This design comes from an exercise in tuning for a short achievable clock period and few clock cycles on the open sky130 flow, not from production work. The RTL was checked by simulation tests, not by an equivalence proof against the original design. Power is estimated from default activity; no workload was simulated.

==> design/flow/design.v <==
package cpuPkg;
  localparam int DataWidth    = 16;
  localparam int RegAddrWidth = 3;
  localparam int DmemDepth    = 256;
  localparam int OpcodeWidth  = 5;
  localparam logic [OpcodeWidth-1:0] OpHalt = 5'b00000;
  localparam logic [OpcodeWidth-1:0] OpNop  = 5'b00001;
  localparam logic [OpcodeWidth-1:0] OpAddi = 5'b01000;
  localparam logic [OpcodeWidth-1:0] OpSubi = 5'b01001;
  localparam logic [OpcodeWidth-1:0] OpBeqz = 5'b01100;
  localparam logic [OpcodeWidth-1:0] OpBnez = 5'b01101;
  localparam logic [OpcodeWidth-1:0] OpSt   = 5'b10000;
  localparam logic [OpcodeWidth-1:0] OpLd   = 5'b10001;
  localparam logic [OpcodeWidth-1:0] OpAlu  = 5'b11011;
  localparam logic [1:0] FnAdd = 2'd0;
  localparam logic [1:0] FnSub = 2'd1;
  localparam logic [1:0] FnXor = 2'd2;
  localparam logic [1:0] FnAnd = 2'd3;
  localparam logic [1:0] FwdNone  = 2'd0;
  localparam logic [1:0] FwdExMem = 2'd1;
  localparam logic [1:0] FwdMemWb = 2'd2;
  typedef union packed {
    struct packed {
      logic [OpcodeWidth-1:0]  opcode;
      logic [RegAddrWidth-1:0] rs;
      logic [RegAddrWidth-1:0] rt;
      logic [RegAddrWidth-1:0] rd;
      logic [1:0]              funct;
    } r;
    struct packed {
      logic [OpcodeWidth-1:0]  opcode;
      logic [RegAddrWidth-1:0] rs;
      logic [RegAddrWidth-1:0] rd;
      logic [4:0]              imm5;
    } i;
    struct packed {
      logic [OpcodeWidth-1:0]  opcode;
      logic [RegAddrWidth-1:0] rs;
      logic [7:0]              imm8;
    } b;
  } instrT;
endpackage
`timescale 1ns/1ps
module pipelineCpu (
  input  logic        clk,
  input  logic        rst,
  output logic [15:0] imemAddr,
  input  logic [15:0] imemData,
  output logic        wbValid,
  output logic [2:0]  wbReg,
  output logic [15:0] wbData,
  output logic        halted
);
  function automatic logic [15:0] ksAdd(input logic [15:0] a, input logic [15:0] b,
                                        input logic cin);
    logic [15:0] g;
    logic [15:0] p;
    logic [15:0] gg;
    logic [15:0] pp;
    logic [15:0] g2;
    logic [15:0] p2;
    g = a & b;
    p = a ^ b;
    gg = g;
    pp = p;
    gg[0] = g[0] | (p[0] & cin);
    for (int d = 1; d < 16; d = d * 2) begin
      g2 = gg;
      p2 = pp;
      for (int i = d; i < 16; i++) begin
        g2[i] = gg[i] | (pp[i] & gg[i - d]);
        p2[i] = pp[i] & pp[i - d];
      end
      gg = g2;
      pp = p2;
    end
    ksAdd = p ^ {gg[14:0], cin};
  endfunction
  function automatic logic sumZero(input logic [15:0] a, input logic [15:0] b,
                                   input logic cin);
    sumZero = (a ^ b) == {a[14:0] | b[14:0], cin};
  endfunction
  logic [15:1]        pc;          
  logic               haltLatched;
  logic [7:0][15:0]   regFile;
  logic [255:0][15:0] dmem;
  logic        eValid;
  logic        eRegWrite;
  logic        eStore;
  logic        eHalt;
  logic        eIsSum;      
  logic        eIsXor;
  logic        eIsAnd;
  logic        eIsLoad;
  logic        eCin;        
  logic [2:0]  eRd;
  logic [15:0] eA;
  logic [15:0] eB;          
  logic        eFwdA;       
  logic        eSelBW;      
  logic        eSelBWn;     
  logic        eSelBR;      
  logic [15:0] eLo;         
  logic [15:0] eHi;         
  logic [4:0]  fOp;
  logic [2:0]  fRs;
  logic [2:0]  fRt;
  logic [2:0]  fRd;
  logic        fRegWrite;
  logic        fLoad;
  logic        fStore;
  logic        fBr;
  logic        fHalt;
  logic        fAluImm;
  logic        fSub;
  logic        fXor;
  logic        fAnd;
  logic [15:0] fImm;
  logic [15:0] fRsData;
  logic [15:0] fRtData;
  logic [15:0] fBVal;
  logic [15:0] fAddr;
  logic [15:1] pcInc;
  logic [15:1] fTarget;
  logic        fRsFromE;
  logic        fRtFromE;
  logic        fRsZero;
  logic        fTaken;
  logic        stall;
  logic        fGo;
  logic        eResZero;
  assign fOp = imemData[15:11];
  assign fRs = imemData[10:8];
  assign fRt = imemData[7:5];
  always_comb begin
    fRegWrite = 1'b0;
    fLoad     = 1'b0;
    fStore    = 1'b0;
    fBr       = 1'b0;
    fHalt     = 1'b0;
    fAluImm   = 1'b1;
    fSub      = 1'b0;
    fXor      = 1'b0;
    fAnd      = 1'b0;
    fRd       = imemData[7:5];
    case (fOp)
      cpuPkg::OpAlu: begin
        fRegWrite = 1'b1;
        fAluImm   = 1'b0;
        fSub      = imemData[1:0] == 2'd1;
        fXor      = imemData[1:0] == 2'd2;
        fAnd      = imemData[1:0] == 2'd3;
        fRd       = imemData[4:2];
      end
      cpuPkg::OpAddi: fRegWrite = 1'b1;
      cpuPkg::OpSubi: begin
        fRegWrite = 1'b1;
        fSub      = 1'b1;
      end
      cpuPkg::OpLd: begin
        fRegWrite = 1'b1;
        fLoad     = 1'b1;
      end
      cpuPkg::OpSt: begin
        fStore    = 1'b1;
        fAluImm   = 1'b0;
      end
      cpuPkg::OpBeqz, cpuPkg::OpBnez: fBr = 1'b1;
      cpuPkg::OpHalt: fHalt  = 1'b1;
      default: ;
    endcase
  end
  assign fImm = {{11{imemData[4]}}, imemData[4:0]};
  assign fRsFromE = eValid && eRegWrite && eRd == fRs;
  assign fRtFromE = eValid && eRegWrite && eRd == fRt;
  assign fRsData = (wbValid && wbReg == fRs) ? wbData : regFile[fRs];
  assign fRtData = (wbValid && wbReg == fRt) ? wbData : regFile[fRt];
  assign fBVal   = (fAluImm ? fImm : fRtData) ^ {16{fSub}};
  assign fAddr = ksAdd(fRsData, fImm, 1'b0);
  assign fRsZero = fRsFromE ? eResZero : fRsData == 16'd0;
  assign fTaken  = fBr && (fRsZero != fOp[0]);
  assign stall = fRsFromE && ((fLoad || fStore) || (fBr && eIsLoad));
  assign fGo   = !haltLatched && !stall;
  assign imemAddr = {pc, 1'b0};
  assign pcInc    = 15'(ksAdd({1'b0, pc}, 16'd0, 1'b1));
  assign fTarget  = 15'(ksAdd({1'b0, pc}, {{8{imemData[7]}}, imemData[7:0]}, 1'b1));
  logic [15:0] opA;
  logic [15:0] opB;
  logic [15:0] sum;
  logic [15:0] loadData;
  logic [15:0] eResult;
  assign opA = eFwdA ? wbData : eA;
  assign opB = ({16{eSelBW}} & wbData) | ({16{eSelBWn}} & ~wbData) | ({16{eSelBR}} & eB);
  assign sum = ksAdd(opA, opB, eCin);
  always_comb begin
    if (eIsXor)      eResZero = opA == opB;
    else if (eIsAnd) eResZero = (opA & opB) == 16'd0;
    else             eResZero = sumZero(opA, opB, eCin);
  end
  always_comb begin
    logic [15:0] row;
    loadData = 16'd0;
    for (int h = 0; h < 16; h++) begin
      row = 16'd0;
      for (int l = 0; l < 16; l++) begin
        row = row | (dmem[h * 16 + l] & {16{eLo[l]}});
      end
      loadData = loadData | (row & {16{eHi[h]}});
    end
  end
  assign eResult = ({16{eIsSum}}  & sum) |
                   ({16{eIsXor}}  & (opA ^ opB)) |
                   ({16{eIsAnd}}  & (opA & opB)) |
                   ({16{eIsLoad}} & loadData);
  always_ff @(posedge clk) begin
    if (rst) begin
      pc          <= 15'd0;
      haltLatched <= 1'b0;
    end else if (fGo) begin
      haltLatched <= fHalt;
      if (!fHalt) pc <= fTaken ? fTarget : pcInc;
    end
  end
  always_ff @(posedge clk) begin
    if (rst) begin
      eValid    <= 1'b0;
      eRegWrite <= 1'b0;
      eStore    <= 1'b0;
      eHalt     <= 1'b0;
    end else begin
      eValid    <= fGo;
      eRegWrite <= fGo && fRegWrite;
      eStore    <= fGo && fStore;
      eHalt     <= fGo && fHalt;
    end
  end
  always_ff @(posedge clk) begin
    eIsLoad <= fLoad;
    eIsXor  <= fXor;
    eIsAnd  <= fAnd;
    eIsSum  <= !(fLoad || fXor || fAnd);
    eCin    <= fSub;
    eRd     <= fRd;
    eA      <= fRsData;
    eB      <= fBVal;
    eFwdA   <= fRsFromE;
    eSelBW  <= fRtFromE && !fAluImm && !fSub;
    eSelBWn <= fRtFromE && !fAluImm && fSub;
    eSelBR  <= !fRtFromE || fAluImm;
    for (int i = 0; i < 16; i++) begin
      eLo[i] <= fAddr[4:1] == 4'(i);
      eHi[i] <= fAddr[8:5] == 4'(i);
    end
  end
  always_ff @(posedge clk) begin
    for (int h = 0; h < 16; h++) begin
      for (int l = 0; l < 16; l++) begin
        if (eStore && eHi[h] && eLo[l]) dmem[h * 16 + l] <= opB;
      end
    end
  end
  always_ff @(posedge clk) begin
    if (rst) begin
      wbValid <= 1'b0;
      halted  <= 1'b0;
    end else begin
      wbValid <= eValid && eRegWrite;
      halted  <= halted || (eValid && eHalt) ||
                 (fGo && fHalt && !(eValid && eRegWrite));
    end
  end
  always_ff @(posedge clk) begin
    wbReg  <= eRd;
    wbData <= eResult;
  end
  always_ff @(posedge clk) begin
    if (wbValid) begin
      regFile[wbReg] <= wbData;
    end
  end
endmodule
==> design/flow/run.sh <==
#!/bin/bash
# synth_recipe.tcl (not shown) runs the flow's synth.tcl, then flattens the netlist and writes it again
# the make line also repeats each setting of config.mk as NAME=value (left out here)
make -C /OpenROAD-flow-scripts/flow DESIGN_CONFIG=/design/flow/config.mk WORK_HOME=/design/flow/orfs CLKGATE_MAP_FILE= SYNTH_SCRIPT=/design/flow/synth_recipe.tcl finish
==> design/flow/config.mk <==
export PLATFORM = sky130hd
export DESIGN_NAME = pipelineCpu
export DESIGN_NICKNAME = pipelineCpu
export VERILOG_FILES = /design/flow/design.v
export SDC_FILE = /design/flow/constraint.sdc
export NUM_CORES = 4
export LEC_CHECK = 0
export CAP_MARGIN = 20
export CORE_MARGIN = 2
export CORE_UTILIZATION = 40
export SETUP_SLACK_MARGIN = 2.0
export SLEW_MARGIN = 20
export TNS_END_PERCENT = 100
==> design/flow/constraint.sdc <==
create_clock -name core_clock -period 5.5 [get_ports {clk}]
set_input_delay 1.1000 -clock core_clock [delete_from_list [all_inputs] [get_ports {clk}]]
set_output_delay 1.1000 -clock core_clock [all_outputs]
set_load 0.01 [all_outputs]
==> impl_metrics.csv <==
group,metric,value,unit
status,outcome,"no timing/DRC/antenna violations",
setup_path,cp.arrival,4680,ps
setup_path,cp_top_family,"compound AO/OA/AOI/OAI gates",
logic_synthesis,ys_warn_count,1,
logic_synthesis,synth-async-reset-ratio,0,%
grt,grt.total_usage,26.4,%
setup_path,crit_type,"reg -> reg",
die,start_util,40.2,%
routing,wl,561000,µm
cts,cts_buffers,431,
routing,dr.first_iter.drc_count,15900,
grt,grt_max_degree,193,
logic_synthesis,yosys.area.top_type,"edfxtp_1",
sta,setup_violations,0,
placed_design,post_dp_cell_area,171000,µm²
logic_synthesis,synthSimpleGateAreaFrac,3.28,%
setup_path,crit_end,"wbData[4]",
setup_path,crit_buf_inv,4,
final_layout,drive_gt1_share,18.4,%
sta,hold_viol_final,0,
logic_synthesis,syn_area,162000,µm²
sta,layout_setup_ws,1670,ps
logic_synthesis,synth_edf_count,4224,
sta,fin_crit,3830,ps
logic_synthesis,synth_nets,8887,
cts,cts.clk_slew.worst_paths,60,ps
setup_path,worstRegToRegCells,11,
routing,vias_per_cell,6.55,
sta,period_share,69.7,%
logic_synthesis,synth-xor-area-share,0.379,%
logic_synthesis,ys_ff_latch,4341,
setup_path,r2r-end,"wbData[4]",
logic_synthesis,seq_area_frac_synth,79.8,%
flow_run,drv_cap,0,
die,num_rows,233,
logic_synthesis,synth_ff_type,"edfxtp_1",
logic_synthesis,synth_top_family_by_area,"compound AO/OA/AOI/OAI gates",
setup_path,cp_common_cell,"nand4_1",
pwr,p_leak,61.8,nW
sta,worst-slew-pin-transition,1250,ps
placed_design,gp_congestion,0.865,
logic_synthesis,synth_cell_types,70,
cts,postCtsHoldBufs,0,
logic_synthesis,synth_mux_area_share,1.31,%
die,die_h,640,µm
die,core_area,403000,µm²
routing,dr.pass1.iters,6,
placed_design,preCtsSetupSlack,587,ps
logic_synthesis,avgSynthCellArea,18.4,µm²
sta,rsz0062_at_grt,"yes",
routing,routedWlPerCell,37.0,µm
cts,ctsHtreeMaxLevel,5,
logic_synthesis,synth_compound_area_share,13.0,%
setup_path,rrSetupSlack,1670,ps
cts,clockBufferDepth,4,
die,pin_count,55,
final_layout,nets,9465,
grt,grt_overflow,0,
final_layout,final_util,47.4,%
routing,vias,99400,
logic_synthesis,synth_top_cell_area_share,78.4,%
setup_path,worstPathRequired,6350,ps
setup_path,path_cells,"buf_12 -> buf_16 -> buf_8 -> buf_4 -> a22o_1 -> a221oi_1 -> nand4_1 -> a22oi_1 -> nand4_1 -> o21ai_1 -> nand2_1",
routing,drc,0,
setup_path,worstSetupEndpointType,"register",
logic_synthesis,yosys-top-cells-count,"edfxtp_1 (4224), a22o_1 (954), a221oi_1 (843), a22oi_1 (484), clkbuf_1 (463)",
pwr,vdd_ir_drop_max,0.309,mV
routing,drtAntennaViolNets,0,
pwr,power_density,411,nW/µm²
setup_path,r2r_start,"eLo[7]",
sta,maxSlewHeadroom,15.5,%
cts,cts_root_buffer,"clkbuf_16",
setup_path,cp_num_cells,11,
logic_synthesis,netlist_top_cells_area,"edfxtp_1 (78%), a22o_1 (5.2%), a221oi_1 (4.6%), a22oi_1 (2.2%), dfxtp_1 (1.4%)",
hold_path,min-delay-path-class,"reg -> reg",
sta,clock_skew,73.2,ps
logic_synthesis,synth.most_common_cell,"edfxtp_1",
grt,grt_pass1_wl,765000,µm
logic_synthesis,syn_inst,8808,
setup_path,cp-startpoint,"eLo[7]",
grt,first_global_vias,93900,
die,dieWidth,640,µm
cts,worstSkewPairLatency,1010,ps
logic_synthesis,synth_fa_ha_area_share,0.490,%
grt,antenna_found_initial,28,
sta,report.final.slew_viol_count,0,
setup_path,start_kind,"register",
final_layout,syn2layout_area_growth,18.0,%
setup_path,critPathMaxStageDelay,640,ps
cts,cts_tree,"built",
setup_path,slowest_stage,"a22oi_1",
final_layout,final_area,191000,µm²
setup_path,crit_fanout,7,
placed_design,port_buffers,53,
die,die_area,410000,µm²
placed_design,dpl.hpwl,299000,µm
hold_path,hp-start,"eRd[0]",
cts,cts.sinks,4341,
sta,tns,0,ps
sta,max_freq,261,MHz
flip-flops by register name, indices dropped and copies added (netlist names), 3 cells and up:
| name | flops |
|---|---|
| dmem | 4096 |
| eA | 16 |
| eB | 16 |
| eHi | 16 |
| eLo | 16 |
| eRd | 3 |
| pc | 15 |
| regFile | 128 |
| wbData | 16 |
| wbReg | 3 |
worst reg2reg max path: stages, from the launching register on:
cell and delay, ps:
dfxtp_4 430, buf_12 170, buf_16 170, buf_8 180, buf_4 180, a22o_1 200
a221oi_1 340, nand4_1 510, a22oi_1 650, nand4_1 160, o21ai_1 500, nand2_1 180
stage by stage:
stage / std cells / power [mW] / hold slack [ps]
6_report: 15200 / 78.4 / 399
5_1_grt: 15200 / 79.8 / 408
2_1_floorplan: 8808 / 42.6 / 373
3_3_place_gp: 14000 / 48.0 / 400
4_1_cts: 15100 / 77.6 / 398
3_5_place_dp: 14000 / 48.1 / 395
power breakdown:
part | leakage [nW] | internal (mW) | switching (mW)
sequential | 39.0 | 36.8 | 0.399
clock | 6.68 | 16.1 | 12.7
combinational | 16.1 | 3.76 | 8.54
total | 61.8 | 56.7 | 21.7
final cells by class:
type | count | area [µm²]
Tap cell | 5405 | 6760
Sequential cell | 4341 | 129000
Multi-Input combinational cell | 3748 | 31700
Antenna cell | 16 | 40.0
Clock inverter | 253 | 2290
Timing Repair Buffer | 794 | 9140
Inverter | 70 | 263
Fill cell | 33200 | 212000
Clock buffer | 546 | 11400
cell usage in the layout (no fill, tap or decap), types with 68 or more instances in the layout:
master / netlist / final
a221oi_1: 843 / 775
nand2_1: 92 / 87
nand4_1: 297 / 297
and3_2: 0 / 86
inv_1: 69 / 68
and3_1: 271 / 185
dfxtp_1: 117 / 71
a22o_1: 954 / 954
edfxtp_1: 4224 / 4224
buf_4: 5 / 495
nand3_1: 93 / 92
clkbuf_1: 463 / 103
clkinv_1: 1 / 107
a22oi_1: 484 / 451
buf_12: 0 / 110
o21ai_0: 134 / 97
clkbuf_16: 0 / 446
clkinv_2: 0 / 79
worst min path at each step:
stage | endpoint | slack [ps] | depth (start not counted)
finish | wbReg[0] | 400 | 0
global route | wbReg[0] | 410 | 0
global placement | wbReg[0] | 400 | 0
floorplan | wbReg[1] | 370 | 0
CTS | wbReg[0] | 400 | 0
detailed placement | wbReg[0] | 400 | 0
cells by family (layout without fill, tap and decap cells):
group,after synthesis,count (layout)
compound gates,2555,2564
xor+xnor,70,70
fa+ha+maj,61,61
buf+inv,728,1663
flops,4341,4341
mux,127,127
other cells,1,17
simple gates,925,925
routing by layer:
layer / vias to the layer above / share of wire [%] / global-route usage [%]
met3: 1143 / 13 / 6.79
met5: - / 0.017 / 0
met4: 12 / 5.3 / 12.3
met2: 7404 / 45 / 40.2
met1: 51800 / 37 / 35.7
li1: 39000 / - / -
what timing repair did:
item,CTS,global route
resized for setup,246,133
buffers inserted,202,56
cloned,33,10
endpoints found under the hold margin,0,0
pin swaps,88,103
endpoints found under the setup margin,464,47
Testbench counts, summed over its fixed seeds: cycles 75,414.

## static timing again, ports no longer ideal
Ports are ideal in the flow. The routed layout listed here was re-timed in OpenROAD.
Step 1 (the two cells are an assumption about what drives the block):
set clk [get_ports {clk}]
set_driving_cell -lib_cell sky130_fd_sc_hd__clkbuf_16 $clk
set_driving_cell -lib_cell sky130_fd_sc_hd__buf_2 [delete_from_list [all_inputs] $clk]
Step 2 adds t to the input delays and takes it off the output delays; t is the mean of the earliest and latest rising clock arrival at the registers after step 1. Input paths then give back, and output paths get back, about the clock's delay inside the block.
a / b / c = no drivers / after step 1 / after step 2; a / b = the first two.
t (ns): 1.079
setup slack, ns: 1.669 / 1.669 / 0.939
worst hold slack (ns): 0.399 / 0.399 / 0.399
worst register clock-pin slew, ns: 0.07 / 0.07
cell pins on the clock port's net: 1
After both steps this run still meets setup and hold. The setup slack of this run moves by 0.000 ns with the drivers and by -0.730 ns with both steps.
